Context: an optimization exercise on an open-source flow, tuned for small area. The choices shown serve that exercise and are no tape-out recipe. Where RTL was checked, it was by simulation tests only, not by an equivalence proof against the original. Function not checked in runs 2 and 3: the RTL went through the layout flow alone.

<file path="design/flow/design.v">
`timescale 1ns / 1ps
module rhsl_div #(
  parameter int W = 10
) (
  input  logic [W-1:0] rem_in,
  input  logic         bit_in,
  input  logic [W-1:0] divisor,
  output logic [W-1:0] rem_out,
  output logic         q
);
  logic [W:0]   t, d;
  logic [W+1:0] bo;
  assign t     = {rem_in, bit_in};
  assign d     = {1'b0, divisor};
  assign bo[0] = 1'b0;
  for (genvar i = 0; i <= W; i++) begin : g_borrow
    assign bo[i+1] = (~t[i] & d[i]) | (~(t[i] & ~d[i]) & bo[i]);
  end
  assign q = ~bo[W+1];
  for (genvar i = 0; i < W; i++) begin : g_rem
    assign rem_out[i] = t[i] ^ (q & (d[i] ^ bo[i]));
  end
endmodule
module rhsl_cmp (
  input  logic [7:0] a,
  input  logic [7:0] b,
  output logic       gt,
  output logic       lt
);
  logic [8:0] g, l;
  assign g[0] = 1'b0;
  assign l[0] = 1'b0;
  for (genvar i = 0; i < 8; i++) begin : g_bit
    assign g[i+1] = (a[i] & ~b[i]) | (~(~a[i] & b[i]) & g[i]);
    assign l[i+1] = (~a[i] & b[i]) | (~(a[i] & ~b[i]) & l[i]);
  end
  assign gt = g[8];
  assign lt = l[8];
endmodule
`timescale 1ns / 1ps
module rgb_to_hsl_converter_core #(
  parameter int HUE_BITS = 12
) (
  input  logic                clk,
  input  logic                rst,
  input  logic                start,
  output logic                busy,
  input  logic [23:0]         pixel,
  output logic                done,
  output logic [HUE_BITS-1:0] hue,
  output logic [7:0]          saturation,
  output logic [7:0]          lightness,
  output logic                achromatic
);
  assign busy = rst;
  logic [7:0] r, g, b;
  assign r = pixel[23:16];
  assign g = pixel[15:8];
  assign b = pixel[7:0];
  logic gt_rg, gt_gr, gt_gb, gt_bg, gt_br, gt_rb;
  rhsl_cmp u_c_rg (.a(r), .b(g), .gt(gt_rg), .lt(gt_gr));
  rhsl_cmp u_c_gb (.a(g), .b(b), .gt(gt_gb), .lt(gt_bg));
  rhsl_cmp u_c_br (.a(b), .b(r), .gt(gt_br), .lt(gt_rb));
  logic [5:0] ks;   
  assign ks[0] = gt_rg  & !gt_bg;    
  assign ks[1] = !gt_rg & gt_rb;     
  assign ks[2] = gt_gb  & !gt_rb;    
  assign ks[3] = !gt_gb & gt_gr;     
  assign ks[4] = gt_br  & !gt_gr;    
  assign ks[5] = !gt_br & gt_bg;     
  logic [7:0] hi, lo, fa, fb;
  assign hi = (!gt_gr && !gt_br) ? r : (!gt_bg ? g : b);
  assign lo = (!gt_rg && !gt_rb) ? r : (!gt_gb ? g : b);
  assign fa = (ks[4] | ks[5]) ? r : ((ks[0] | ks[1]) ? g : b);
  assign fb = (ks[0] | ks[5]) ? b : ((ks[1] | ks[2]) ? r : g);
  logic [7:0] f0, delta0;
  logic [8:0] sum0;
  logic [2:0] k0;
  assign delta0 = hi - lo;
  assign f0     = fa - fb;
  assign sum0   = {1'b0, hi} + {1'b0, lo};
  assign k0     = {ks[3] | ks[4] | ks[5], ks[2] | ks[5], ks[1] | ks[4]};   
  logic [7:0] r1_hf;
  always_ff @(posedge clk) r1_hf <= f0;
  logic [7:0] r1_hdelta;
  always_ff @(posedge clk) r1_hdelta <= delta0;
  logic [2:0] r1_k;
  always_ff @(posedge clk) r1_k <= k0;
  logic [8:0] r1_ssum;
  always_ff @(posedge clk) r1_ssum <= sum0;
  logic [7:0] r1_sdelta;
  always_ff @(posedge clk) r1_sdelta <= delta0;
  logic [9:0] hi1_d3, hi1_e;
  logic [10:0] hi1_d5;
  assign hi1_d3 = {2'b0, r1_hdelta} + {1'b0, r1_hdelta, 1'b0};
  assign hi1_d5 = {3'b0, r1_hdelta} + {1'b0, r1_hdelta, 2'b0};
  assign hi1_e = (r1_k[1:0] == 2'd0) ? {1'b0, hi1_d3[9:1]} :
               (r1_k[1:0] == 2'd1) ? {3'b0, r1_hdelta[7:1]} : hi1_d5[10:1];
  logic [9:0] h2_r; logic h2_q;
  rhsl_div #(.W(10)) u_h2 (.rem_in({1'b0, r1_hf, 1'b0}), .bit_in(hi1_e[9]), .divisor(hi1_d3), .rem_out(h2_r), .q(h2_q));
  logic [9:0] h2_qv; assign h2_qv = 10'd0 | (10'(h2_q) << 9);
  logic [7:0] si3_den;
  logic [8:0] si3_t, si3_ls;
  assign si3_den = r1_ssum[8] ? 8'(9'd510 - r1_ssum) : r1_ssum[7:0];
  assign si3_t   = {2'b0, si3_den[7:1]} - {1'b0, r1_sdelta};
  assign si3_ls  = r1_ssum + 9'd1;
  logic [7:0] s4_r; logic s4_q;
  rhsl_div #(.W(8)) u_s4 (.rem_in((r1_sdelta - {7'b0, si3_t[8]})), .bit_in(si3_t[7:0][7]), .divisor(si3_den), .rem_out(s4_r), .q(s4_q));
  logic [7:0] s4_qv; assign s4_qv = 8'd0 | (8'(s4_q) << 7);
  logic [2:0] r2_k;
  always_ff @(posedge clk) r2_k <= r1_k;
  logic [9:0] r2_hr;
  always_ff @(posedge clk) r2_hr <= h2_r;
  logic [9:0] r2_hd;
  always_ff @(posedge clk) r2_hd <= hi1_d3;
  logic [9:0] r2_he;
  always_ff @(posedge clk) r2_he <= hi1_e;
  logic [9:0] r2_hq;
  always_ff @(posedge clk) r2_hq <= h2_qv;
  logic [7:0] r2_sr;
  always_ff @(posedge clk) r2_sr <= s4_r;
  logic [7:0] r2_sd;
  always_ff @(posedge clk) r2_sd <= si3_den;
  logic [7:0] r2_se;
  always_ff @(posedge clk) r2_se <= si3_t[7:0];
  logic [7:0] r2_sq;
  always_ff @(posedge clk) r2_sq <= s4_qv;
  logic r2_sc;
  always_ff @(posedge clk) r2_sc <= r1_ssum[8];
  logic [9:0] h5_r; logic h5_q;
  rhsl_div #(.W(10)) u_h5 (.rem_in(r2_hr), .bit_in(r2_he[8]), .divisor(r2_hd), .rem_out(h5_r), .q(h5_q));
  logic [9:0] h5_qv; assign h5_qv = r2_hq | (10'(h5_q) << 8);
  logic [9:0] h6_r; logic h6_q;
  rhsl_div #(.W(10)) u_h6 (.rem_in(h5_r), .bit_in(r2_he[7]), .divisor(r2_hd), .rem_out(h6_r), .q(h6_q));
  logic [9:0] h6_qv; assign h6_qv = h5_qv | (10'(h6_q) << 7);
  logic [9:0] h7_r; logic h7_q;
  rhsl_div #(.W(10)) u_h7 (.rem_in(h6_r), .bit_in(r2_he[6]), .divisor(r2_hd), .rem_out(h7_r), .q(h7_q));
  logic [9:0] h7_qv; assign h7_qv = h6_qv | (10'(h7_q) << 6);
  logic [7:0] s8_r; logic s8_q;
  rhsl_div #(.W(8)) u_s8 (.rem_in(r2_sr), .bit_in(r2_se[6]), .divisor(r2_sd), .rem_out(s8_r), .q(s8_q));
  logic [7:0] s8_qv; assign s8_qv = r2_sq | (8'(s8_q) << 6);
  logic [7:0] s9_r; logic s9_q;
  rhsl_div #(.W(8)) u_s9 (.rem_in(s8_r), .bit_in(r2_se[5]), .divisor(r2_sd), .rem_out(s9_r), .q(s9_q));
  logic [7:0] s9_qv; assign s9_qv = s8_qv | (8'(s9_q) << 5);
  logic [2:0] r3_k;
  always_ff @(posedge clk) r3_k <= r2_k;
  logic [9:0] r3_hr;
  always_ff @(posedge clk) r3_hr <= h7_r;
  logic [9:0] r3_hd;
  always_ff @(posedge clk) r3_hd <= r2_hd;
  logic [9:0] r3_he;
  always_ff @(posedge clk) r3_he <= r2_he;
  logic [9:0] r3_hq;
  always_ff @(posedge clk) r3_hq <= h7_qv;
  logic [7:0] r3_sr;
  always_ff @(posedge clk) r3_sr <= s9_r;
  logic [7:0] r3_sd;
  always_ff @(posedge clk) r3_sd <= r2_sd;
  logic [7:0] r3_se;
  always_ff @(posedge clk) r3_se <= r2_se;
  logic [7:0] r3_sq;
  always_ff @(posedge clk) r3_sq <= s9_qv;
  logic r3_sc;
  always_ff @(posedge clk) r3_sc <= r2_sc;
  logic [9:0] h10_r; logic h10_q;
  rhsl_div #(.W(10)) u_h10 (.rem_in(r3_hr), .bit_in(r3_he[5]), .divisor(r3_hd), .rem_out(h10_r), .q(h10_q));
  logic [9:0] h10_qv; assign h10_qv = r3_hq | (10'(h10_q) << 5);
  logic [9:0] h11_r; logic h11_q;
  rhsl_div #(.W(10)) u_h11 (.rem_in(h10_r), .bit_in(r3_he[4]), .divisor(r3_hd), .rem_out(h11_r), .q(h11_q));
  logic [9:0] h11_qv; assign h11_qv = h10_qv | (10'(h11_q) << 4);
  logic [9:0] h12_r; logic h12_q;
  rhsl_div #(.W(10)) u_h12 (.rem_in(h11_r), .bit_in(r3_he[3]), .divisor(r3_hd), .rem_out(h12_r), .q(h12_q));
  logic [9:0] h12_qv; assign h12_qv = h11_qv | (10'(h12_q) << 3);
  logic [7:0] s13_r; logic s13_q;
  rhsl_div #(.W(8)) u_s13 (.rem_in(r3_sr), .bit_in(r3_se[4]), .divisor(r3_sd), .rem_out(s13_r), .q(s13_q));
  logic [7:0] s13_qv; assign s13_qv = r3_sq | (8'(s13_q) << 4);
  logic [7:0] s14_r; logic s14_q;
  rhsl_div #(.W(8)) u_s14 (.rem_in(s13_r), .bit_in(r3_se[3]), .divisor(r3_sd), .rem_out(s14_r), .q(s14_q));
  logic [7:0] s14_qv; assign s14_qv = s13_qv | (8'(s14_q) << 3);
  logic [7:0] s15_r; logic s15_q;
  rhsl_div #(.W(8)) u_s15 (.rem_in(s14_r), .bit_in(r3_se[2]), .divisor(r3_sd), .rem_out(s15_r), .q(s15_q));
  logic [7:0] s15_qv; assign s15_qv = s14_qv | (8'(s15_q) << 2);
  logic [2:0] r4_k;
  always_ff @(posedge clk) r4_k <= r3_k;
  logic [9:0] r4_hr;
  always_ff @(posedge clk) r4_hr <= h12_r;
  logic [9:0] r4_hd;
  always_ff @(posedge clk) r4_hd <= r3_hd;
  logic [9:0] r4_he;
  always_ff @(posedge clk) r4_he <= r3_he;
  logic [9:0] r4_hq;
  always_ff @(posedge clk) r4_hq <= h12_qv;
  logic [7:0] r4_sr;
  always_ff @(posedge clk) r4_sr <= s15_r;
  logic [7:0] r4_sd;
  always_ff @(posedge clk) r4_sd <= r3_sd;
  logic [7:0] r4_se;
  always_ff @(posedge clk) r4_se <= r3_se;
  logic [7:0] r4_sq;
  always_ff @(posedge clk) r4_sq <= s15_qv;
  logic r4_sc;
  always_ff @(posedge clk) r4_sc <= r3_sc;
  logic [9:0] h16_r; logic h16_q;
  rhsl_div #(.W(10)) u_h16 (.rem_in(r4_hr), .bit_in(r4_he[2]), .divisor(r4_hd), .rem_out(h16_r), .q(h16_q));
  logic [9:0] h16_qv; assign h16_qv = r4_hq | (10'(h16_q) << 2);
  logic [9:0] h17_r; logic h17_q;
  rhsl_div #(.W(10)) u_h17 (.rem_in(h16_r), .bit_in(r4_he[1]), .divisor(r4_hd), .rem_out(h17_r), .q(h17_q));
  logic [9:0] h17_qv; assign h17_qv = h16_qv | (10'(h17_q) << 1);
  logic [9:0] h18_r; logic h18_q;
  rhsl_div #(.W(10)) u_h18 (.rem_in(h17_r), .bit_in(r4_he[0]), .divisor(r4_hd), .rem_out(h18_r), .q(h18_q));
  logic [9:0] h18_qv; assign h18_qv = h17_qv | (10'(h18_q) << 0);
  logic [7:0] s19_r; logic s19_q;
  rhsl_div #(.W(8)) u_s19 (.rem_in(r4_sr), .bit_in(r4_se[1]), .divisor(r4_sd), .rem_out(s19_r), .q(s19_q));
  logic [7:0] s19_qv; assign s19_qv = r4_sq | (8'(s19_q) << 1);
  logic [7:0] s20_r; logic s20_q;
  rhsl_div #(.W(8)) u_s20 (.rem_in(s19_r), .bit_in(r4_se[0]), .divisor(r4_sd), .rem_out(s20_r), .q(s20_q));
  logic [7:0] s20_qv; assign s20_qv = s19_qv | (8'(s20_q) << 0);
  logic [7:0] lt21_l;
  assign lt21_l = r4_sc ? {1'b1, ~r4_sd[7:1]} : 8'(({1'b0, r4_sd} + 9'd1) >> 1);
  logic [2:0] r5_k;
  always_ff @(posedge clk) r5_k <= r4_k;
  logic [9:0] r5_hq;
  always_ff @(posedge clk) r5_hq <= h18_qv;
  logic [7:0] r5_sq;
  always_ff @(posedge clk) r5_sq <= s20_qv;
  logic r5_gray;
  always_ff @(posedge clk) r5_gray <= (r4_hd == 10'd0);
  logic [7:0] r5_light;
  always_ff @(posedge clk) r5_light <= lt21_l;
  logic [4:0] v;
  always_ff @(posedge clk) begin
    if (rst) v <= '0;
    else v <= {v[3:0], start};
  end
  assign done = v[4];
  logic [10:0] kb;
  assign kb = (r5_k[1:0] == 2'd1) ? 11'd683 : (r5_k[1:0] == 2'd2) ? 11'd1365 : 11'd0;
  assign hue        = r5_gray ? '0 : {r5_k[2], 11'(kb + {1'b0, r5_hq})};
  assign saturation = r5_gray ? '0 : r5_sq;
  assign lightness  = r5_light;
  assign achromatic = r5_gray;
endmodule
</file>
<file path="design/flow/flow/run.sh">
#!/bin/bash
# The standard layout (standard.sh) with two changes:
#  - synthesis maps the logic with the ABC script below (choice computation
#    with -f, mapping, buffering and downsizing, but no upsizing) instead of
#    ORFS's abc_area.script; registers are untouched, as ABC runs after they
#    are mapped, and the rest of ORFS's synthesis is the same;
#  - every port is buffered by a buf_1 instead of the delay buffer that
#    buffer_ports picks by default.
# Each tool's full output lands in make.log and under orfs/logs/.
set -euo pipefail
rm -rf scripts
cp -r "$FLOW_HOME/scripts" scripts
printf '%s\n' 'strash' 'dch -f' 'map -B 0.9' 'topo' 'stime -c' 'buffer -c' 'dnsize -c' > scripts/abc_area.script
bash standard.sh SCRIPTS_DIR="$PWD/scripts" BUFFER_PORTS_ARGS="-buffer_cell sky130_fd_sc_hd__buf_1" finish > make.log 2>&1
</file>
<file path="design/flow/standard.sh">
#!/bin/bash
# synth_recipe.tcl (not shown) runs the flow's synth.tcl, then flattens the netlist and writes it again
# the make line also repeats each setting of config.mk as NAME=value (left out here)
make -C /OpenROAD-flow-scripts/flow DESIGN_CONFIG=/design/flow/config.mk WORK_HOME=/design/flow/orfs CLKGATE_MAP_FILE= SYNTH_SCRIPT=/design/flow/synth_recipe.tcl "${@:-finish}"
</file>
<file path="design/flow/config.mk">
export PLATFORM = sky130hd
export DESIGN_NAME = rgb_to_hsl_converter_core
export DESIGN_NICKNAME = rgb_to_hsl_converter_core
export VERILOG_FILES = /design/flow/design.v
export SDC_FILE = /design/flow/constraint.sdc
export NUM_CORES = 4
export LEC_CHECK = 0
export ABC_AREA = 1
export CAP_MARGIN = 20
export CORE_MARGIN = 2
export CORE_UTILIZATION = 40
export CTS_CLUSTER_DIAMETER = 120
export CTS_CLUSTER_SIZE = 32
export SLEW_MARGIN = 20
</file>
<file path="design/flow/constraint.sdc">
create_clock -name core_clock -period 5.5 [get_ports {clk}]
set_input_delay 1.1000 -clock core_clock [delete_from_list [all_inputs] [get_ports {clk}]]
set_output_delay 1.1000 -clock core_clock [all_outputs]
set_load 0.01 [all_outputs]
</file>
==> results of run 1 <==
## cells in the final DEF, fill, tap and decap left out, drive strengths merged, types with 5 or more instances in the layout
cell type    n
nand2      670
inv        346
dfxtp      233
nand3      224
xor2       171
nor2       148
o21ai       86
a21oi       75
buf         74
ha          66
nand3b      34
or2         28
xnor2       21
o211ai      14
clkbuf      11
nor3        10
a31oi        9
o221ai       9
o21bai       7
fa           7
o21a         6
nand4        5
## kinds of logic after synthesis
family,after synthesis
xor+xnor,192
fa+ha+maj,75
flops,233
buf+inv,379
simple gates,1120
compound gates,216
## per-layer routing
metal,vias to the layer above,GRT usage
met4,0,0.0382
met2,172,0.297
met5,-,0
met3,35,0.0139
li1,7034,-
met1,5632,0.210
## state kept, by name, indices dropped and copies added, names as in the netlist, 7 cells and up
signal     count
r1_hf          8
r1_sdelta      7
r1_ssum        9
r2_hd         10
r2_he          9
r2_hr         10
r2_sd          7
r2_se          7
r2_sr          8
r3_hd         10
r3_hr         10
r3_sd          7
r3_sr          8
r4_hd         10
r4_hq          7
r4_hr         10
r4_sd          7
r4_sr          8
r5_hq         10
r5_light       8
r5_sq          8
## how the worst min path moves through the flow
stage	slack, ps	cells past startpoint	end
after floorplan	310	0	r2_k[2]
after global placement	310	0	r4_sq[7]
after detailed placement	310	0	r3_he[0]
after CTS	330	0	r3_sc
after global routing	330	0	r3_sc
final	330	0	r3_sc
## stage by stage
step                 util  hold WS [ps]  cell area (sq um)  setup WS (ps)
CTS                 0.433           329              15800            103
floorplan               -           310              14700           1010
global placement    0.425           311              15500            107
detailed placement  0.425           312              15500          -2.31
finish              0.437           326              15900            574
global route        0.437           334              15900          -19.2
## cells in the mapped netlist (9+ instances only)
| cell | number |
|---|---|
| a21oi_1 | 75 |
| xnor2_1 | 21 |
| inv_1 | 345 |
| nand2_1 | 665 |
| o21ai_0 | 86 |
| nor3_1 | 10 |
| xor2_1 | 171 |
| o221ai_1 | 9 |
| ha_1 | 66 |
| dfxtp_1 | 233 |
| nand3_1 | 224 |
| or2_2 | 28 |
| a31oi_1 | 9 |
| o211ai_1 | 14 |
| clkbuf_1 | 18 |
| nand3b_1 | 33 |
| nor2_1 | 148 |
## worst max-delay path, delay by kind of cell, from the launching register on
family          cells  cell delay [ps]
simple gates       16             1740
compound gates      8             1090
fa+ha+maj           4             1190
xor+xnor            1              160
flops               1              410
buf+inv             3              200
## cell type report
type,instances,share of cell area
clock inverter,2,0.00157
timing repair buffer,74,0.0213
inverter,347,0.0819
multi-input combinational,1606,0.547
clock buffer,11,0.0173
sequential,233,0.294
tap,468,0.0368
## what timing repair did
item	CTS	global route
hold buffers	0	0
gates cloned	0	3
resized for setup	1	27
hold endpoints to repair	0	0
setup buffers	0	3
pin swaps	0	4
setup endpoints to repair	9	41
==> results.yml, run 1 <==
floorplan:
  die_area_sq_um: 38400
  initial_core_util: 0.404
  rows: 70
  die_x_microns: 196
  num_io_pins: 58
  fp.dieH_microns: 196
  core_area_sq_um: 36400
worst_hold_path:
  min_from: "r2_sc"
  holdCritPathClass: "register to register"
synthesis:
  synth_cell_types: 34
  synth_xor_area_frac: 0.114
  syn_area_per_cell_sq_um: 6.65
  synth_area_leader_cell: "dfxtp_1"
  netlist.area_leader.share: 0.317
  synth_cells: 2215
  ys_warn_count: 1
  synth-seq-area-share: 0.317
  synth_ff_type: "dfxtp_1"
  ys_seq_elements: 233
  ys_top_cells_by_area: "dfxtp_1 32%, nand2_1 17%, xor2_1 10%"
  yosys.area_share.adder: 0.0669
  netlist_area_sq_um: 14700
  synth_async_sr_flop_share: 0
  synth-compound-area-share: 0.0826
  synth_top_family_by_area: "simple AND/OR/NAND/NOR gates"
  syn_nets: 2315
  muxShareOfSynthArea: 0
  synth_edf_count: 0
  synth_simple_gate_area_share: 0.321
setup_path:
  endpoint: "r2_sr[5]"
  cpMostUsedCell: "nand2_1"
  start_kind: "register"
  worstPathMaxFanout: 10
  crit_type: "register to register"
  r2r-end: "r2_sr[5]"
  max_stage_delay_ps: 440
  rr_worst_depth: 32
  rrSetupSlack_ps: 570
  crit_path_end_kind: "register"
  crit_required_ps: 5850
  cpMaxStageDelayCell: "fa_1"
  arrival_ps: 5280
  worstReg2RegStart: "r1_ssum[0]"
  cp-startpoint: "r1_ssum[0]"
clock_network:
  htreeDepth: 1
  cts_tree: "yes"
  clkTransAtPathRegs_ps: 110
  clk_latency_ps: 470
  cts-root-buf: "clkbuf_16"
  cts.sinks: 233
  cts_buffer_depth: 3
  cts_buffers: 11
sta:
  period_minus_slack_ps: 4930
  finClkSkew_ps: 17.7
  max_slew_margin: 0.458
  maxSlewViolCount: 0
  hold_viol: 0
  finalCritPeriodShare: 0.896
  setup_viol_count_final: 0
  worst_pin_slew_ps: 812
  fmaxAchievable_mhz: 203
  final.setup.tns_ps: 0
placement:
  gp_congestion: 0.886
  post-place-cells: 2722
  hpwl_microns: 25900
  numPortBuffers: 57
grt:
  grt.total_usage: 0.164
  overflow: 0
  antenna_found_initial: 0
  first_global_vias: 11700
  grt_max_degree: 33
  grt_pass1_wl_microns: 53400
final_layout:
  finalNonFillerCells: 2741
  antenna_cells: 0
  drive_gt1_frac: 0.0374
  multiInputGateArea_sq_um: 8710
  syn_to_final_growth_pct: 8.02
  nFillCells: 3767
  nets: 2373
  seqCellArea_sq_um: 4680
drt:
  dr_wl_met3_microns: 983
  routed.top_layer: "met4"
  wirelength_met1_microns: 14900
  ant_nets: 0
  vias_per_cell: 4.70
  drtIter0Drc: 617
  dr.pass1.iters: 5
  detail_route.wl_per_cell_microns: 11.6
  dr_wl_met2_microns: 15300
  vias: 12900
  wl_microns: 31800
  drc: 0
outcome:
  status: "timing/DRC/antenna clean"
job:
  maxCapViolCount: 0
==> run 2, diff against run 1 <==
--- a/design/flow/design.v
+++ b/design/flow/design.v
@@ -82,2 +82,8 @@
   assign k0     = {ks[3] | ks[4] | ks[5], ks[2] | ks[5], ks[1] | ks[4]};   
+  logic [8:0] sp1;
+  logic [7:0] den0;
+  logic       c0;
+  assign sp1  = sum0 + 9'd1;
+  assign c0   = sum0[8];
+  assign den0 = c0 ? ~sp1[7:0] : sum0[7:0];
   logic [7:0] r1_hf;
@@ -88,4 +94,6 @@
   always_ff @(posedge clk) r1_k <= k0;
-  logic [8:0] r1_ssum;
-  always_ff @(posedge clk) r1_ssum <= sum0;
+  logic [7:0] r1_sden;
+  always_ff @(posedge clk) r1_sden <= den0;
+  logic r1_sc;
+  always_ff @(posedge clk) r1_sc <= c0;
   logic [7:0] r1_sdelta;
@@ -99,11 +107,8 @@
   logic [9:0] h2_r; logic h2_q;
-  rhsl_div #(.W(10)) u_h2 (.rem_in({1'b0, r1_hf, 1'b0}), .bit_in(hi1_e[9]), .divisor(hi1_d3), .rem_out(h2_r), .q(h2_q));
+  rhsl_div #(.W(10)) u_h2 (.rem_in({1'b0, r1_hf, 1'b0}), .bit_in(hi1_e[9]), .divisor((hi1_d3 | {(r1_hdelta == 8'd0), 9'b0})), .rem_out(h2_r), .q(h2_q));
   logic [9:0] h2_qv; assign h2_qv = 10'd0 | (10'(h2_q) << 9);
-  logic [7:0] si3_den;
-  logic [8:0] si3_t, si3_ls;
-  assign si3_den = r1_ssum[8] ? 8'(9'd510 - r1_ssum) : r1_ssum[7:0];
-  assign si3_t   = {2'b0, si3_den[7:1]} - {1'b0, r1_sdelta};
-  assign si3_ls  = r1_ssum + 9'd1;
+  logic [8:0] si3_t;
+  assign si3_t = {2'b0, r1_sden[7:1]} - {1'b0, r1_sdelta};
   logic [7:0] s4_r; logic s4_q;
-  rhsl_div #(.W(8)) u_s4 (.rem_in((r1_sdelta - {7'b0, si3_t[8]})), .bit_in(si3_t[7:0][7]), .divisor(si3_den), .rem_out(s4_r), .q(s4_q));
+  rhsl_div #(.W(8)) u_s4 (.rem_in((r1_sdelta - {7'b0, si3_t[8]})), .bit_in(si3_t[7:0][7]), .divisor(r1_sden), .rem_out(s4_r), .q(s4_q));
   logic [7:0] s4_qv; assign s4_qv = 8'd0 | (8'(s4_q) << 7);
@@ -111,2 +116,4 @@
   always_ff @(posedge clk) r2_k <= r1_k;
+  logic r2_sc;
+  always_ff @(posedge clk) r2_sc <= r1_sc;
   logic [9:0] r2_hr;
@@ -114,3 +121,3 @@
   logic [9:0] r2_hd;
-  always_ff @(posedge clk) r2_hd <= hi1_d3;
+  always_ff @(posedge clk) r2_hd <= (hi1_d3 | {(r1_hdelta == 8'd0), 9'b0});
   logic [9:0] r2_he;
@@ -122,3 +129,3 @@
   logic [7:0] r2_sd;
-  always_ff @(posedge clk) r2_sd <= si3_den;
+  always_ff @(posedge clk) r2_sd <= r1_sden;
   logic [7:0] r2_se;
@@ -127,4 +134,2 @@
   always_ff @(posedge clk) r2_sq <= s4_qv;
-  logic r2_sc;
-  always_ff @(posedge clk) r2_sc <= r1_ssum[8];
   logic [9:0] h5_r; logic h5_q;
@@ -146,2 +151,4 @@
   always_ff @(posedge clk) r3_k <= r2_k;
+  logic r3_sc;
+  always_ff @(posedge clk) r3_sc <= r2_sc;
   logic [9:0] r3_hr;
@@ -162,4 +169,2 @@
   always_ff @(posedge clk) r3_sq <= s9_qv;
-  logic r3_sc;
-  always_ff @(posedge clk) r3_sc <= r2_sc;
   logic [9:0] h10_r; logic h10_q;
@@ -184,2 +189,4 @@
   always_ff @(posedge clk) r4_k <= r3_k;
+  logic r4_sc;
+  always_ff @(posedge clk) r4_sc <= r3_sc;
   logic [9:0] r4_hr;
@@ -200,4 +207,2 @@
   always_ff @(posedge clk) r4_sq <= s15_qv;
-  logic r4_sc;
-  always_ff @(posedge clk) r4_sc <= r3_sc;
   logic [9:0] h16_r; logic h16_q;
@@ -226,3 +231,3 @@
   logic r5_gray;
-  always_ff @(posedge clk) r5_gray <= (r4_hd == 10'd0);
+  always_ff @(posedge clk) r5_gray <= (r4_hd == 10'd512);
   logic [7:0] r5_light;
@@ -237,3 +242,3 @@
   assign kb = (r5_k[1:0] == 2'd1) ? 11'd683 : (r5_k[1:0] == 2'd2) ? 11'd1365 : 11'd0;
-  assign hue        = r5_gray ? '0 : {r5_k[2], 11'(kb + {1'b0, r5_hq})};
+  assign hue        = {r5_k[2], 11'(kb + {1'b0, r5_hq})};
   assign saturation = r5_gray ? '0 : r5_sq;
--- a/design/flow/config.mk
+++ b/design/flow/config.mk
@@ -11,4 +11,4 @@
 export CORE_UTILIZATION = 40
-export CTS_CLUSTER_DIAMETER = 120
-export CTS_CLUSTER_SIZE = 32
+export CTS_CLUSTER_DIAMETER = 100
+export CTS_CLUSTER_SIZE = 24
 export SLEW_MARGIN = 20
==> run 2 against run 1 <==
Non-clock buffer count shrank 4. Sequential share of layout area is 0.11 points higher. Via count down 1.5%. Global-route usage down 0.52 points. Critical endpoint is now r2_sr[3]. Largest cell class unchanged. Highest routed layer unchanged.
==> results.yml, run 2 <==
sta:
  finalCritPeriodShare: 0.880
  setup_viol_count_final: 0
  hold_viol: 0
  fmaxAchievable_mhz: 207
  maxSlewViolCount: 0
  worst_slack_ps: 657
  max_slew_margin: 0.401
  final.setup.tns_ps: 0
  worst_pin_slew_ps: 892
  period_minus_slack_ps: 4840
  finClkSkew_ps: 11.0
drt:
  ant_nets: 0
  drtIter0Drc: 551
  drc: 0
  vias: 12700
  wl_microns: 30100
  vias_per_cell: 4.68
  dr.pass1.iters: 6
  detail_route.wl_per_cell_microns: 11.1
synthesis:
  syn_area_per_cell_sq_um: 6.71
  ys_top_cells_by_area: "dfxtp_1 32%, nand2_1 17%, xor2_1 11%"
  synth_area_leader_cell: "dfxtp_1"
  netlist_area_sq_um: 14700
  synth_async_sr_flop_share: 0
  synth_cell_types: 36
  netlist.area_leader.share: 0.318
  yosysMostFrequentCell: "nand2_1"
  syn_nets: 2288
  synth-seq-area-share: 0.318
  ys_warn_count: 1
  ys_seq_elements: 233
  synthTopCellsByCount: "664 x nand2_1, 333 x inv_1, 233 x dfxtp_1, 222 x nand3_1, 180 x xor2_1"
  synth_edf_count: 0
  synth_cells: 2186
  synth_ff_type: "dfxtp_1"
placement:
  pre_cts_ws_ps: 49.8
  place_area_sq_um: 15400
  numPortBuffers: 57
  post-place-cells: 2694
  gp_congestion: 0.926
  hpwl_microns: 25100
grt:
  grt_pass1_wl_microns: 51900
  grt_busiest_layer: "met2"
  first_global_vias: 11800
  grt_use_met2: 0.293
  grt_use_met1: 0.195
  grt.total_usage: 0.158
  grt_max_degree: 25
  overflow: 0
  grtUsageMet3: 0.0157
  antenna_found_initial: 0
setup_path:
  start_kind: "register"
  worstPathMaxFanout: 9
  r2r-end: "r2_sr[3]"
  crit_required_ps: 5840
  rrSetupSlack_ps: 660
  endpoint: "r2_sr[3]"
  worstReg2RegStart: "r1_sdelta[3]"
  arrival_ps: 5190
  crit_type: "register to register"
  cp-startpoint: "r1_sdelta[3]"
  rr_worst_depth: 27
  crit_path_end_kind: "register"
floorplan:
  die_area_sq_um: 38200
  rows: 70
  num_io_pins: 58
  initial_core_util: 0.404
  fp.dieH_microns: 196
  die_x_microns: 196
  core_area_sq_um: 36300
final_layout:
  nets: 2343
  syn_to_final_growth_pct: 7.97
  final_common_cell: "nand2_1"
  seqCellArea_sq_um: 4670
  nFillCells: 3770
  design_area_sq_um: 15800
  drive_gt1_frac: 0.0339
  antenna_cells: 0
  final_cell_mix: "657 x nand2_1, 333 x inv_1, 230 x dfxtp_1, 222 x nand3_1, 176 x xor2_1"
  finalNonFillerCells: 2708
  multiInputGateArea_sq_um: 8660
clock_network:
  cts-root-buf: "clkbuf_16"
  cts_tree: "yes"
  cts-resized-gates: 0
  cts.sinks: 233
  cts_buffers: 13
  clk_latency_ps: 460
  clkTransAtPathRegs_ps: 90
  cts_buffer_depth: 3
  postCtsHoldBufs: 0
  htreeDepth: 1
  cts_setup_buffers: 0
outcome:
  status: "timing/DRC/antenna clean"
job:
  maxCapViolCount: 0
worst_hold_path:
  holdCritPathClass: "register to register"
run 2: changes by cell type in the layout (fill, tap and decap cells not counted), sizes merged, moves of 4 or more:
cell,delta
inv,-12
a31oi,+6
o221ai,-4
nor2,-23
nand3b,-5
o21a,-4
buf,-4
nor3,-6
xor2,+9
run 2: area by class of cell:
| class | instances | area share |
|---|---|---|
| flip-flops and latches | 233 | 0.295 |
| multi-input cells | 1586 | 0.547 |
| clock inverters | 1 | 0.000553 |
| clock buffers | 13 | 0.0205 |
| inverters | 337 | 0.0799 |
| repair buffers | 70 | 0.0205 |
| well taps | 468 | 0.0370 |
run 2: worst min path at each step:
stage,cells after the start,start,end
2_1_floorplan,0,r1_k[2],r2_k[2]
3_3_place_gp,0,r3_sq[6],r4_sq[6]
3_5_place_dp,0,r2_k[2],r3_k[2]
4_1_cts,0,r2_se[0],r3_se[0]
5_1_grt,0,r4_sq[7],r5_sq[7]
6_report,0,r1_k[2],r2_k[2]
run 2: stage by stage:
stage | hold WS [ps] | util
6_report | 330 | 0.436
5_1_grt | 336 | 0.436
4_1_cts | 333 | 0.434
3_5_place_dp | 312 | 0.424
3_3_place_gp | 310 | 0.424
2_1_floorplan | 310 | -
run 2: cells by family after synthesis:
logic type | synth area share
flops | 0.318
simple gates | 0.314
buf+inv | 0.0966
xor+xnor | 0.120
compound gates | 0.0803
fa+ha+maj | 0.0710
run 2: metal layers:
metal | wire length [microns] | vias to the layer above | share of wire
met5 | 0 | - | 0
met4 | 664 | 0 | 0.022
met2 | 14400 | 164 | 0.48
met1 | 14200 | 5543 | 0.47
met3 | 878 | 49 | 0.029
li1 | - | 6921 | -
run 2: critical path, cell delays in order (launching register included):
cell and delay (ps):
dfxtp_1 510, inv_1 210, ha_1 400, nand2_1 60, o21ai_0 280, a21oi_1 110
nor2_1 100, nor2_1 60, o21ai_0 150, nand2_1 70, ha_1 320, o21ai_0 240
nand2_1 100, a21oi_1 130, inv_1 70, o21ai_0 160, nand2_1 90, nor2_1 120
a21oi_1 60, and2_1 140, a21oi_1 170, nand2_1 100, a21oi_1 130, inv_1 80
or2_2 290, nand3b_1 270, nand3b_1 140, xor2_1 170
==> run 3, diff against run 2 <==
--- a/design/flow/config.mk
+++ b/design/flow/config.mk
@@ -11,4 +11,4 @@
 export CORE_UTILIZATION = 40
-export CTS_CLUSTER_DIAMETER = 100
-export CTS_CLUSTER_SIZE = 24
+export CTS_CLUSTER_DIAMETER = 120
+export CTS_CLUSTER_SIZE = 32
 export SLEW_MARGIN = 20
==> run 3 against run 2 <==
Via count shrank 0.33%. Worst hold slack gained 6.8 ps. Non-clock buffer count is the same. Final cell count is essentially flat.
==> results.yml, run 3 <==
outcome:
  status: "timing/DRC/antenna clean"
grt:
  overflow: 0
  grt_max_degree: 33
  grt.total_usage: 0.159
  grt_pass1_wl_microns: 52000
  antenna_found_initial: 0
  first_global_vias: 11700
floorplan:
  num_io_pins: 58
  rows: 70
  die_area_sq_um: 38200
  fp.dieH_microns: 196
  die_x_microns: 196
  core_area_sq_um: 36300
  initial_core_util: 0.404
sta:
  maxSlewViolCount: 0
  worst_pin_slew_ps: 888
  period_minus_slack_ps: 4840
  hold_viol: 0
  final.setup.tns_ps: 0
  finClkSkew_ps: 17.2
  max_slew_margin: 0.404
  finalCritPeriodShare: 0.879
  setup_viol_count_final: 0
  fmaxAchievable_mhz: 207
synthesis:
  synth-compound-area-share: 0.0803
  synth_cells: 2186
  synth-seq-area-share: 0.318
  synth_async_sr_flop_share: 0
  syn_area_per_cell_sq_um: 6.71
  ys_warn_count: 1
  synth_xor_area_frac: 0.120
  synthTopCellsByCount: "664 x nand2_1, 333 x inv_1, 233 x dfxtp_1, 222 x nand3_1, 180 x xor2_1"
  ys_seq_elements: 233
  muxShareOfSynthArea: 0
  synth_area_leader_cell: "dfxtp_1"
  syn_nets: 2288
  synth_edf_count: 0
  yosysMostFrequentCell: "nand2_1"
  yosys.area_share.adder: 0.0710
  ys_top_cells_by_area: "dfxtp_1 32%, nand2_1 17%, xor2_1 11%"
  netlist_area_sq_um: 14700
  netlist.area_leader.share: 0.318
  synth_ff_type: "dfxtp_1"
  synth_simple_gate_area_share: 0.314
  synth_cell_types: 36
  synth_top_family_by_area: "simple AND/OR/NAND/NOR gates"
setup_path:
  start_kind: "register"
  crit_required_ps: 5860
  crit_type: "register to register"
  cpMaxStageDelayCell: "dfxtp_1"
  arrival_ps: 5190
  worstPathMaxFanout: 9
  max_stage_delay_ps: 520
  crit_path_end_kind: "register"
clock_network:
  cts_tree: "yes"
  clkTransAtPathRegs_ps: 110
  cts-root-buf: "clkbuf_16"
  postCtsHoldBufs: 0
  clk_latency_ps: 470
  cts_buffers: 11
  cts_buffer_depth: 3
  htreeDepth: 1
  cts.sinks: 233
worst_hold_path:
  holdCritPathClass: "register to register"
job:
  maxCapViolCount: 0
drt:
  drtIter0Drc: 493
  ant_nets: 0
  detail_route.wl_per_cell_microns: 11.1
  vias: 12600
  vias_per_cell: 4.67
  wl_microns: 30200
  drc: 0
  dr.pass1.iters: 5
final_layout:
  syn_to_final_growth_pct: 7.78
  nets: 2341
  antenna_cells: 0
  final_cell_mix: "657 x nand2_1, 333 x inv_1, 230 x dfxtp_1, 222 x nand3_1, 176 x xor2_1"
  final_common_cell: "nand2_1"
  drive_gt1_frac: 0.0331
  finalNonFillerCells: 2706
placement:
  hpwl_microns: 25100
  numPortBuffers: 57
  post-place-cells: 2694
  gp_congestion: 0.926
run 3: cell counts after synthesis:
No cell type changed its count.
run 3: cell families after synthesis:
| family | Yosys count |
|---|---|
| simple gates | 1091 |
| buf+inv | 367 |
| flops | 233 |
| compound gates | 214 |
| xor+xnor | 201 |
| fa+ha+maj | 80 |
run 3: final timing paths:
check / start / slack [ps] / to / cells past startpoint
max: r1_sdelta[3] / 660 / r2_sr[3] / 27
min reg2reg: r2_k[0] / 340 / r3_k[0] / 0
max reg2reg: r1_sdelta[3] / 660 / r2_sr[3] / 27
min: r2_k[0] / 340 / r3_k[0] / 0
run 3: stage by stage:
step	hold WS [ps]	setup slack, ps	util	cell area [sq um]
after floorplan	310	763	-	14700
after global placement	310	167	0.424	15400
after detailed placement	312	49.8	0.424	15400
after CTS	338	32.7	0.433	15700
after global routing	344	-9.01	0.435	15800
final	337	664	0.435	15800
run 3: critical path, delay by kind of cell (launching register included):
family	cells	cell delay (ps)
flip-flops	1	520
AND/OR/NAND/NOR	12	1550
XOR/XNOR	1	170
AO/OA/AOI/OAI	9	1400
adder cells (fa/ha/maj)	2	720
buffers and inverters	3	350
run 3: timing repair:
item,in CTS,in global routing
gates resized for setup,0,20
endpoints found under the setup margin,0,38
buffers inserted,0,0
run 3: layout make-up:
type                    count  area (sq um)
clock buffers              11           275
multi-input cells        1586          8660
flip-flops and latches    233          4670
inverters                 337          1260
repair buffers             70           324
fillers                  3767         20500
clock inverters             1          30.0
well taps                 468           586
run 3: per-layer routing:
layer	vias to the layer above	share of wire	routed length, microns	track usage
met5	-	0	0	0
li1	6912	-	-	-
met2	129	0.48	14500	0.295
met1	5550	0.47	14200	0.196
met4	0	0.022	671	0.0438
met3	44	0.024	710	0.0145
==> run 4, diff against run 3 <==
--- a/design/flow/design.v
+++ b/design/flow/design.v
@@ -111,4 +111,6 @@
   assign si3_t = {2'b0, r1_sden[7:1]} - {1'b0, r1_sdelta};
+  logic [7:0] si3_lo;
+  assign si3_lo = si3_t[7:0];
   logic [7:0] s4_r; logic s4_q;
-  rhsl_div #(.W(8)) u_s4 (.rem_in((r1_sdelta - {7'b0, si3_t[8]})), .bit_in(si3_t[7:0][7]), .divisor(r1_sden), .rem_out(s4_r), .q(s4_q));
+  rhsl_div #(.W(8)) u_s4 (.rem_in((r1_sdelta - {7'b0, si3_t[8]})), .bit_in(si3_lo[7]), .divisor(r1_sden), .rem_out(s4_r), .q(s4_q));
   logic [7:0] s4_qv; assign s4_qv = 8'd0 | (8'(s4_q) << 7);
@@ -131,3 +133,3 @@
   logic [7:0] r2_se;
-  always_ff @(posedge clk) r2_se <= si3_t[7:0];
+  always_ff @(posedge clk) r2_se <= si3_lo;
   logic [7:0] r2_sq;
==> run 4 against run 3 <==
Synthesized cell count stayed put. Die area stayed put. Clock skew stayed put. Register-to-register slack hardly changed. Final cell count stayed put. Still clean on timing, DRC and antenna.
==> results.yml, run 4 <==
drt:
  dr.pass1.iters: 5
  drc: 0
  detail_route.wl_per_cell_microns: 11.1
  dr_wl_met2_microns: 14500
  wl_microns: 30200
  dr_wl_met3_microns: 710
  wirelength_met1_microns: 14200
  vias_per_cell: 4.67
  routed.top_layer: "met4"
  drtIter0Drc: 493
  ant_nets: 0
  vias: 12600
sta:
  maxSlewViolCount: 0
  period_minus_slack_ps: 4840
  max_slew_margin: 0.404
  worst_pin_slew_ps: 888
  finClkSkew_ps: 17.2
  hold_slack_ps: 337
  worst_slack_ps: 664
  hold_viol: 0
  setup_viol_count_final: 0
  finalCritPeriodShare: 0.879
  fmaxAchievable_mhz: 207
placement:
  numPortBuffers: 57
  gp_congestion: 0.926
  pre_cts_ws_ps: 49.8
  place_area_sq_um: 15400
  hpwl_microns: 25100
setup_path:
  worstPathMaxFanout: 9
  crit_path_end_kind: "register"
  crit_required_ps: 5860
  arrival_ps: 5190
  start_kind: "register"
  crit_type: "register to register"
synthesis:
  synth_cells: 2186
  synthTopCellsByCount: "664 x nand2_1, 333 x inv_1, 233 x dfxtp_1, 222 x nand3_1, 180 x xor2_1"
  ys_warn_count: 1
  synth_async_sr_flop_share: 0
  netlist.area_leader.share: 0.318
  yosysMostFrequentCell: "nand2_1"
  synth_cell_types: 36
  synth-seq-area-share: 0.318
  ys_top_cells_by_area: "dfxtp_1 32%, nand2_1 17%, xor2_1 11%"
  netlist_area_sq_um: 14700
  ys_seq_elements: 233
  syn_nets: 2288
  synth_edf_count: 0
  synth_ff_type: "dfxtp_1"
  syn_area_per_cell_sq_um: 6.71
  synth_area_leader_cell: "dfxtp_1"
clock_network:
  cts_buffers: 11
  cts_buffer_depth: 3
  cts.sinks: 233
  clk_latency_ps: 470
  cts_setup_buffers: 0
  cts_tree: "yes"
  cts-root-buf: "clkbuf_16"
  htreeDepth: 1
  postCtsHoldBufs: 0
  clkTransAtPathRegs_ps: 110
grt:
  grt_pass1_wl_microns: 52000
  antenna_found_initial: 0
  grt_max_degree: 33
  first_global_vias: 11700
  overflow: 0
  grt.total_usage: 0.159
floorplan:
  rows: 70
  core_area_sq_um: 36300
  fp.dieH_microns: 196
  num_io_pins: 58
  die_area_sq_um: 38200
  initial_core_util: 0.404
  die_x_microns: 196
final_layout:
  nets: 2341
  final_cell_mix: "657 x nand2_1, 333 x inv_1, 230 x dfxtp_1, 222 x nand3_1, 176 x xor2_1"
  syn_to_final_growth_pct: 7.78
  drive_gt1_frac: 0.0331
  antenna_cells: 0
  final_common_cell: "nand2_1"
  design_area_sq_um: 15800
worst_hold_path:
  holdCritPathClass: "register to register"
outcome:
  status: "timing/DRC/antenna clean"
job:
  maxCapViolCount: 0
run 4: cell counts in the layout (fill, tap and decap cells not counted):
No cell type changed its count.
run 4: kinds of logic (layout without fill, tap and decap cells):
family / count (synthesis) / in the layout / share of synthesized area
AOI/OAI and AO/OA: 214 / 214 / 0.0803
xor gates and xnor gates: 201 / 201 / 0.120
and+or+nand+nor: 1091 / 1091 / 0.314
buffers and inverters: 367 / 419 / 0.0966
adders and majority gates: 80 / 80 / 0.0710
DFF: 233 / 233 / 0.318
run 4: timing repair:
item	in CTS	in global routing
endpoints found under the hold margin	0	0
gates resized for setup	0	20
setup endpoints to repair	0	38
run 4: path summary, 6_finish.rpt:
| kind | start | endpoint | slack (ps) | cells after the start |
|---|---|---|---|---|
| hold / removal | r2_k[0] | r3_k[0] | 340 | 0 |
| setup reg to reg | r1_sdelta[3] | r2_sr[3] | 660 | 27 |
| setup / recovery | r1_sdelta[3] | r2_sr[3] | 660 | 27 |
| hold reg to reg | r2_k[0] | r3_k[0] | 340 | 0 |
run 4: worst max-delay path, stage by stage (launching register included):
cell      delay, ps
dfxtp_1         520
inv_1           210
ha_1            400
nand2_1          60
o21ai_0         270
a21oi_1         110
nor2_1          100
nor2_1           60
o21ai_0         150
nand2_1          70
ha_1            320
o21ai_0         230
nand2_1         100
a21oi_1         130
inv_1            70
o21ai_0         150
nand2_1          90
nor2_1          130
a21oi_1          60
and2_1          140
a21oi_1         170
nand2_1         100
a21oi_1         130
inv_1            70
or2_2           290
nand3b_1        270
nand3b_1        140
xor2_1          170
run 4: cell type report:
type                       instances  area [sq um]
clock buffer                      11           275
multi-input combinational       1586          8660
sequential                       233          4670
timing repair buffer              70           324
clock inverter                     1          30.0
fill                            3767         20500
tap                              468           586
inverter                         337          1260
run 4: through the flow:
step	utilization	TNS, ps	cells
finish	0.435	0	2706
global placement	0.424	0	2694
CTS	0.433	0	2706
detailed placement	0.424	0	2694
global route	0.435	-9.01	2706
floorplan	-	0	2186
run 4: per-layer routing:
layer	track usage	vias to the layer above
li1	-	6912
met1	0.196	5550
met2	0.295	129
met3	0.0145	44
met4	0.0438	0
met5	0	-
==> run 5, diff against run 4 <==
--- a/design/flow/flow/run.sh
+++ b/design/flow/flow/run.sh
@@ -13,2 +13,2 @@
 printf '%s\n' 'strash' 'dch -f' 'map -B 0.9' 'topo' 'stime -c' 'buffer -c' 'dnsize -c' > scripts/abc_area.script
-bash standard.sh SCRIPTS_DIR="$PWD/scripts" BUFFER_PORTS_ARGS="-buffer_cell sky130_fd_sc_hd__buf_1" finish > make.log 2>&1
+bash standard.sh SCRIPTS_DIR="$PWD/scripts" ADDER_MAP_FILE= BUFFER_PORTS_ARGS="-buffer_cell sky130_fd_sc_hd__buf_1" finish > make.log 2>&1
==> run 5 against run 4 <==
Worst setup slack improved by 60 ps. Count of clock-buffer cells in the layout up 1. Non-clock buffer count grew 8. Core utilization increased by 0.13 points. Routed wire length increased by 0.16%.
==> results.yml, run 5 <==
outcome:
  status: "timing/DRC/antenna clean"
sta:
  fmaxAchievable_mhz: 209
  max_slew_margin: 0.590
  setup_viol_count_final: 0
  finalCritPeriodShare: 0.868
  worst_pin_slew_ps: 613
  maxSlewViolCount: 0
  worst_slack_ps: 725
  finClkSkew_ps: 19.4
  period_minus_slack_ps: 4780
  hold_viol: 0
  final.setup.tns_ps: 0
drt:
  wl_microns: 30200
  dr.pass1.iters: 5
  vias: 12800
  drtIter0Drc: 492
  detail_route.wl_per_cell_microns: 10.8
  ant_nets: 0
  drc: 0
  vias_per_cell: 4.57
synthesis:
  netlist.area_leader.share: 0.327
  synth_area_leader_cell: "dfxtp_1"
  ys_seq_elements: 233
  synth_async_sr_flop_share: 0
  synth_cell_types: 33
  synth_ff_type: "dfxtp_1"
  ys_top_cells_by_area: "dfxtp_1 33%, nand2_1 20%, xor2_1 10%"
  synth-seq-area-share: 0.327
  syn_area_per_cell_sq_um: 6.26
  synthTopCellsByCount: "744 x nand2_1, 366 x inv_1, 233 x dfxtp_1, 209 x nand3_1, 201 x nor2_1"
  netlist_area_sq_um: 14300
  synth_edf_count: 0
  yosysMostFrequentCell: "nand2_1"
  syn_nets: 2309
  synth_cells: 2282
  ys_warn_count: 1
grt:
  overflow: 0
  antenna_found_initial: 0
  grt_pass1_wl_microns: 51800
  grt.total_usage: 0.165
  first_global_vias: 11800
  grt_max_degree: 33
clock_network:
  clkTransAtPathRegs_ps: 110
  cts.sinks: 233
  htreeDepth: 1
  cts_buffer_depth: 3
  cts_buffers: 11
  postCtsHoldBufs: 0
  cts_tree: "yes"
  clk_latency_ps: 470
  cts_setup_buffers: 0
  cts-resized-gates: 0
  cts-root-buf: "clkbuf_16"
setup_path:
  arrival_ps: 5170
  worstPathMaxFanout: 10
  start_kind: "input port"
  rr_worst_depth: 37
  r2r-end: "r3_hr[0]"
  max_stage_delay_ps: 340
  crit_type: "input port to register"
  rrSetupSlack_ps: 730
  cpMaxStageDelayCell: "o21ai_0"
  crit_required_ps: 5890
  cpMostUsedCell: "nand2_1"
  worstReg2RegStart: "r2_hd[3]"
  crit_path_end_kind: "register"
placement:
  place_area_sq_um: 15000
  gp_congestion: 0.887
  hpwl_microns: 25100
  post-place-cells: 2781
  numPortBuffers: 57
  pre_cts_ws_ps: 200
final_layout:
  design_area_sq_um: 15400
  final_common_cell: "nand2_1"
  final_cell_mix: "736 x nand2_1, 366 x inv_1, 225 x dfxtp_1, 208 x nand3_1, 201 x nor2_1"
  antenna_cells: 0
  syn_to_final_growth_pct: 8.15
  drive_gt1_frac: 0.0386
  final_core_util: 0.436
  nets: 2360
  finalNonFillerCells: 2795
floorplan:
  rows: 69
  initial_core_util: 0.403
  fp.dieH_microns: 193
  core_area_sq_um: 35400
  die_area_sq_um: 37200
  num_io_pins: 58
  die_x_microns: 193
worst_hold_path:
  min_to: "r3_k[2]"
  min_path_cells: 0
  min_from: "r2_k[2]"
  holdCritPathClass: "register to register"
job:
  maxCapViolCount: 0
-- run 5: cell count changes after synthesis, sizes merged, moves of 15 or more --
| cell | delta |
|---|---|
| o21ai | +15 |
| ha | -68 |
| nand2 | +80 |
| a21oi | -22 |
| inv | +33 |
| nor2 | +76 |
-- run 5: worst max-delay path: cells and delay by family --
family                    cells  cell delay (ps)
AOI/OAI and AO/OA             8             1590
xor gates and xnor gates      1              140
buffers and inverters         4              530
and+or+nand+nor              19             1810
-- run 5: final cells by class --
class / count / area, sq um
fill: 3739 / 20000
clock inverter: 2 / 27.5
inverter: 369 / 1390
tap: 461 / 577
timing repair buffer: 78 / 372
clock buffer: 12 / 279
multi-input combinational: 1640 / 8130
sequential: 233 / 4670
-- run 5: per-layer routing --
metal  share of wire  GRT usage
met5               0          0
met4           0.013     0.0291
met3           0.030     0.0169
met2            0.48      0.309
met1            0.47      0.204
-- run 5: worst max path at each step --
| stage | slack (ps) | from | to |
|---|---|---|---|
| 2_1_floorplan | 1060 | pixel[9] | r1_sden[1] |
| 3_3_place_gp | 220 | pixel[17] | r1_sden[1] |
| 3_5_place_dp | 200 | r2_hd[3] | r3_hr[4] |
| 4_1_cts | 180 | r2_hd[3] | r3_hr[4] |
| 5_1_grt | -10 | r3_hd[2] | r4_hr[7] |
| 6_report | 720 | pixel[17] | r1_sden[1] |
-- run 5: kinds of logic after synthesis --
family | Yosys count | synth area share
adder cells (fa/ha/maj) | 6 | 0.00421
XOR/XNOR | 197 | 0.121
AND/OR/NAND/NOR | 1230 | 0.357
flip-flops | 233 | 0.327
AO/OA/AOI/OAI | 207 | 0.0804
buffers and inverters | 409 | 0.111
-- run 5: metrics by stage --
stage / hold slack, ps
3_5_place_dp: 312
6_report: 329
4_1_cts: 326
5_1_grt: 328
2_1_floorplan: 310
3_3_place_gp: 310
==> run 6, diff against run 5 <==
--- a/design/flow/flow/run.sh
+++ b/design/flow/flow/run.sh
@@ -12,3 +12,3 @@
 cp -r "$FLOW_HOME/scripts" scripts
-printf '%s\n' 'strash' 'dch -f' 'map -B 0.9' 'topo' 'stime -c' 'buffer -c' 'dnsize -c' > scripts/abc_area.script
+printf '%s\n' 'strash' 'dc2' 'dch -f' 'map -B 0.9' 'topo' 'stime -c' 'buffer -c' 'dnsize -c' > scripts/abc_area.script
 bash standard.sh SCRIPTS_DIR="$PWD/scripts" ADDER_MAP_FILE= BUFFER_PORTS_ARGS="-buffer_cell sky130_fd_sc_hd__buf_1" finish > make.log 2>&1
==> run 6 against run 5 <==
Register-to-register slack lost 1800 ps. Worst hold slack lost 11 ps. Highest routed layer unchanged. Clock skew grew 15 ps. Final area grew 32%. Final cell count grew 8.4%. Largest cell class unchanged. The layout now fails its checks (negative setup slack). Critical path type is now register to register. Routed wire length grew 45%. Worst setup slack lost 1800 ps.
==> results.yml, run 6 <==
clock_network:
  cts_buffer_depth: 3
  cts_buffers: 11
  cts_tree: "yes"
  postCtsHoldBufs: 0
  clk_latency_ps: 490
  cts-root-buf: "clkbuf_16"
  clkTransAtPathRegs_ps: 120
  cts.sinks: 233
  htreeDepth: 1
synthesis:
  synth_edf_count: 0
  syn_nets: 2038
  syn_area_per_cell_sq_um: 6.60
  ys_warn_count: 1
  synth_area_leader_cell: "dfxtp_1"
  synth_async_sr_flop_share: 0
  yosysMostFrequentCell: "nand2_1"
  ys_top_cells_by_area: "dfxtp_1 35%, nand2_1 17%, inv_1 8.5%"
  synthTopCellsByCount: "596 x nand2_1, 302 x inv_1, 233 x dfxtp_1, 200 x nand3_1, 128 x xor2_1"
  synth_ff_type: "dfxtp_1"
  synth-seq-area-share: 0.351
  synth_cells: 2011
  netlist_area_sq_um: 13300
  ys_seq_elements: 233
  synth_cell_types: 35
  netlist.area_leader.share: 0.351
floorplan:
  die_area_sq_um: 34700
  die_x_microns: 186
  num_io_pins: 58
  rows: 66
  core_area_sq_um: 32600
  fp.dieH_microns: 186
  initial_core_util: 0.407
drt:
  drtIter0Drc: 837
  ant_nets: 0
  wl_microns: 43900
  detail_route.wl_per_cell_microns: 14.5
  vias_per_cell: 4.98
  dr.pass1.iters: 7
  vias: 15100
  drc: 0
setup_path:
  worstReg2RegStart: "r2_he[8]"
  worstPathMaxFanout: 7
  cpMaxStageDelayCell: "dfxtp_2"
  cpMostUsedCell: "nand3_2"
  crit_required_ps: 5880
  crit_path_end_kind: "register"
  max_stage_delay_ps: 350
  rr_worst_depth: 60
  crit_type: "register to register"
  r2r-end: "r3_hr[3]"
  rrSetupSlack_ps: -1070
  cp-startpoint: "r2_he[8]"
  start_kind: "register"
  arrival_ps: 6950
final_layout:
  nets: 2616
  antenna_cells: 0
  design_area_sq_um: 20300
  final_cell_mix: "518 x buf_4, 381 x nand2_1, 290 x inv_1, 223 x dfxtp_1, 180 x nand2_2"
  syn_to_final_growth_pct: 53.1
  drive_gt1_frac: 0.377
  nFillCells: 2651
  final_common_cell: "buf_4"
worst_hold_path:
  min_to: "r5_k[0]"
  min_path_cells: 0
  min_from: "r4_k[0]"
  holdCritPathClass: "register to register"
outcome:
  check-failures: "negative setup slack"
  status: "complete, but fails checks"
job:
  maxCapViolCount: 0
sta:
  worst_slack_ps: -1070
  max_slew_margin: 0.610
  hold_viol: 0
  maxSlewViolCount: 0
  period_minus_slack_ps: 6570
  worst_pin_slew_ps: 583
  finClkSkew_ps: 34.5
  finalCritPeriodShare: 1.19
  fmaxAchievable_mhz: 152
  setup_viol_count_final: 29
  rsz0062_at_grt: "true"
grt:
  grt_use_met1: 0.242
  grt_pass1_wl_microns: 65200
  antenna_found_initial: 0
  grt.total_usage: 0.229
  grt_use_met2: 0.449
  grtUsageMet3: 0.0261
  first_global_vias: 14300
  overflow: 0
  grt_max_degree: 33
  grt_busiest_layer: "met2"
placement:
  numPortBuffers: 57
  pre_cts_ws_ps: -993
  place_area_sq_um: 15700
  hpwl_microns: 25900
  gp_congestion: 0.877
==> run 6: cells by family (layout without fill, tap and decap cells) <==
kind of cell / after synthesis / count (layout) / synth area share
adders and majority gates: 14 / 14 / 0.0106
DFF: 233 / 233 / 0.351
muxes: 1 / 1 / 0.000754
buffers and inverters: 334 / 906 / 0.0970
xor gates and xnor gates: 167 / 167 / 0.110
and+or+nand+nor: 1019 / 1025 / 0.327
AOI/OAI and AO/OA: 243 / 243 / 0.103
==> run 6: area by class of cell <==
cell class                      count  area, sq um  area share
Inverter                          303         1160      0.0573
Tap cell                          442          553      0.0272
Timing Repair Buffer              590         4310       0.212
Multi-Input combinational cell   1450         9320       0.458
Clock buffer                       11          275      0.0135
Clock inverter                      2         25.0     0.00123
Sequential cell                   233         4680       0.230
==> run 6: per-layer routing <==
| metal | part of all wire | up-vias |
|---|---|---|
| met3 | 0.042 | 188 |
| met4 | 0.054 | 0 |
| li1 | - | 7529 |
| met2 | 0.52 | 460 |
| met1 | 0.38 | 6917 |
| met5 | 0 | - |
==> run 6: how the worst max path moves through the flow <==
| stage | endpoint | slack, ps |
|---|---|---|
| 6_report | r3_hr[3] | -1070 |
| 5_1_grt | r3_hr[8] | -1470 |
| 4_1_cts | r3_hr[8] | -320 |
| 3_5_place_dp | r4_hr[2] | -990 |
| 3_3_place_gp | r4_hr[2] | -820 |
| 2_1_floorplan | r3_hr[0] | 7 |
==> run 6: critical path: cells and delay by family, from the launching register on <==
family	cells	cell delay, ps
flip-flops	1	350
AND/OR/NAND/NOR	41	3670
XOR/XNOR	1	170
buffers and inverters	18	2260
==> run 6: through the flow <==
step / utilization / TNS (ps) / hold WS (ps) / instances
final: 0.623 / -18690 / 318 / 3031
after global routing: 0.623 / -35920 / 332 / 3031
after CTS: 0.578 / -6400 / 324 / 2977
after detailed placement: 0.480 / -24260 / 312 / 2712
after global placement: 0.480 / -16510 / 310 / 2712
after floorplan: - / 0 / 310 / 2011
==> run 6: timing repair <==
action | 4_1_cts | 5_1_grt
setup buffers | 246 | 56
gates resized for setup | 281 | 267
pin swaps | 133 | 195
setup endpoints to repair | 32 | 54
cloned | 6 | 1
==> run 7, diff against run 6 <==
--- a/design/flow/flow/run.sh
+++ b/design/flow/flow/run.sh
@@ -12,3 +12,3 @@
 cp -r "$FLOW_HOME/scripts" scripts
-printf '%s\n' 'strash' 'dc2' 'dch -f' 'map -B 0.9' 'topo' 'stime -c' 'buffer -c' 'dnsize -c' > scripts/abc_area.script
+printf '%s\n' 'strash' 'dch -f' 'map -B 0.9' 'topo' 'dnsize -c' > scripts/abc_area.script
 bash standard.sh SCRIPTS_DIR="$PWD/scripts" ADDER_MAP_FILE= BUFFER_PORTS_ARGS="-buffer_cell sky130_fd_sc_hd__buf_1" finish > make.log 2>&1
==> run 7 against run 6 <==
Now clean on timing, DRC and antenna. Critical path type is now input port to register. Final area down 23%. Largest cell class unchanged. Synthesized cell count rose by 12%. Final cell count fell by 7.6%. Clock skew fell by 18 ps. Worst setup slack improved by 1700 ps.
==> results.yml, run 7 <==
synthesis:
  syn_nets: 2271
  syn_area_per_cell_sq_um: 6.28
  synth-seq-area-share: 0.331
  netlist.area_leader.share: 0.331
  netlist_area_sq_um: 14100
  yosysMostFrequentCell: "nand2_1"
  synth_cells: 2244
  ys_top_cells_by_area: "dfxtp_1 33%, nand2_1 20%, xor2_1 10%"
  synth_async_sr_flop_share: 0
  synth_edf_count: 0
  synth_area_leader_cell: "dfxtp_1"
drt:
  vias_per_cell: 4.66
  vias: 13000
  drtIter0Drc: 569
  detail_route.wl_per_cell_microns: 10.6
clock_network:
  cts_buffer_depth: 3
  clkTransAtPathRegs_ps: 110
  clk_latency_ps: 460
  cts_tree: "yes"
  cts-root-buf: "clkbuf_16"
  cts.sinks: 233
  htreeDepth: 1
setup_path:
  worstReg2RegStart: "r1_sden[2]"
  rr_worst_depth: 29
  crit_required_ps: 5900
  arrival_ps: 5280
  crit_type: "input port to register"
  cpMostUsedCell: "nand2_1"
  crit_path_end_kind: "register"
  r2r-end: "r2_sr[6]"
  max_stage_delay_ps: 370
  worstPathMaxFanout: 8
placement:
  gp_congestion: 0.878
  hpwl_microns: 24800
  numPortBuffers: 57
  place_area_sq_um: 15100
sta:
  hold_viol: 0
  rsz0062_at_grt: "false"
  maxSlewViolCount: 0
  setup_viol_count_final: 0
  max_slew_margin: 0.557
grt:
  grt_busiest_layer: "met2"
  grt_use_met1: 0.207
  antenna_found_initial: 0
  grtUsageMet3: 0.0126
  first_global_vias: 11700
job:
  maxCapViolCount: 0
final_layout:
  nFillCells: 3625
  antenna_cells: 0
  nets: 2373
  final_cell_mix: "738 x nand2_1, 364 x clkinv_1, 224 x dfxtp_1, 204 x nand3_1, 201 x nor2_1"
  final_core_util: 0.450
  design_area_sq_um: 15600
  syn_to_final_growth_pct: 10.5
  drive_gt1_frac: 0.0482
floorplan:
  num_io_pins: 58
  rows: 68
  fp.dieH_microns: 192
  core_area_sq_um: 34600
worst_hold_path:
  holdCritPathClass: "register to register"
  min_path_cells: 0
  min_from: "r3_hq[9]"
  min_to: "r4_hq[9]"
outcome:
  status: "timing/DRC/antenna clean"
[run 7: cell count changes after synthesis, moves of 15 or more]
| cell | before | now |
|---|---|---|
| a21oi_1 | 70 | 53 |
| xor2_1 | 128 | 167 |
| o22ai_1 | 20 | 5 |
| nor2_1 | 127 | 201 |
| clkbuf_1 | 20 | 0 |
| clkinv_1 | 1 | 369 |
| nor3_1 | 22 | 6 |
| nand2_1 | 596 | 747 |
| inv_1 | 302 | 0 |
[run 7: worst max path at each step]
stage | start | to | slack (ps)
final | pixel[10] | r1_sden[1] | 620
after CTS | r2_hd[3] | r3_hr[0] | 90
after detailed placement | r2_hd[3] | r3_hr[0] | -30
after global placement | r2_hd[3] | r3_hr[0] | 160
after floorplan | pixel[9] | r1_hf[6] | 640
after global routing | r3_hd[0] | r4_sr[0] | 6
[run 7: critical path, delay by kind of cell]
| kind | cells | cell delay, ps |
|---|---|---|
| buf+inv | 4 | 480 |
| compound gates | 9 | 1880 |
| xor+xnor | 1 | 130 |
| simple gates | 16 | 1700 |
[run 7: final cells by class]
type                       count  area (sq um)  share of cell area
multi-input combinational   1641          8140               0.523
sequential                   233          4680               0.300
inverter                     369          1390              0.0889
tap                          455           569              0.0366
timing repair buffer          90           478              0.0307
clock buffer                  11           275              0.0177
clock inverter                 2          50.0             0.00321
[run 7: kinds of logic after synthesis]
family	share of synthesized area
xor gates and xnor gates	0.122
buffers and inverters	0.0994
DFF	0.331
AOI/OAI and AO/OA	0.0815
and+or+nand+nor	0.361
adders and majority gates	0.00426
[run 7: layer usage]
layer  wire (microns)  share of wire  up-vias
li1                 -              -     7189
met1            14200           0.48     5653
met2            14300           0.48      167
met3              811          0.027       33
met4              401          0.013        0
met5                0              0        -
[run 7: timing repair]
action                                  CTS  global route
hold buffers                              0             0
buffers inserted                          0             2
gates resized for setup                   1            44
endpoints found under the setup margin    9            59
gates cloned                              0             1
pin swaps                                 0             1
[run 7: per-stage QoR]
stage	hold WS (ps)	cells	setup WS (ps)
2_1_floorplan	310	2244	638
3_3_place_gp	310	2785	165
3_5_place_dp	312	2785	-25.3
4_1_cts	332	2798	92.6
5_1_grt	332	2801	5.60
6_report	332	2801	622

==> re-timing with driven ports <==
No port has a modelled driver above. Below, the same layouts with a new extraction and two added sets of constraints.
Step 1 sets driving cells, clkbuf_16 on the clock port and buf_2 on the other inputs (assumed; they add their load-dependent delay and slew).
Step 2, shift: input delay + t, output delay - t, t = (earliest + latest rising clock arrival at the registers) / 2. This alone moves slack from input paths to output paths.
Slacks: ideal ports / drivers / drivers and shift; pairs: ideal ports / drivers.
| run | t, ns | setup WS [ns] | worst setup path after step 2 | slew at the worst register clock pin (ns) |
|---|---|---|---|---|
| run 1 | 0.511 | 0.574 / 0.574 / 0.468 | input to register | 0.11 / 0.11 |
| run 2 | 0.509 | 0.657 / 0.657 / 0.296 | input to register | 0.09 / 0.09 |
| run 3 | 0.513 | 0.664 / 0.664 / 0.292 | input to register | 0.12 / 0.12 |
| run 4 | 0.513 | 0.664 / 0.664 / 0.292 | input to register | 0.12 / 0.12 |
| run 5 | 0.508 | 0.725 / 0.727 / 0.240 | input to register | 0.12 / 0.12 |
| run 6 | 0.526 | -1.069 / -1.069 / -1.069 | register to register | 0.12 / 0.12 |
| run 7 | 0.500 | 0.622 / 0.644 / 0.144 | input to register | 0.11 / 0.11 |
The setup slack of run 5, which loses most, moves by +0.002 ns with the drivers and by -0.485 ns with both steps.
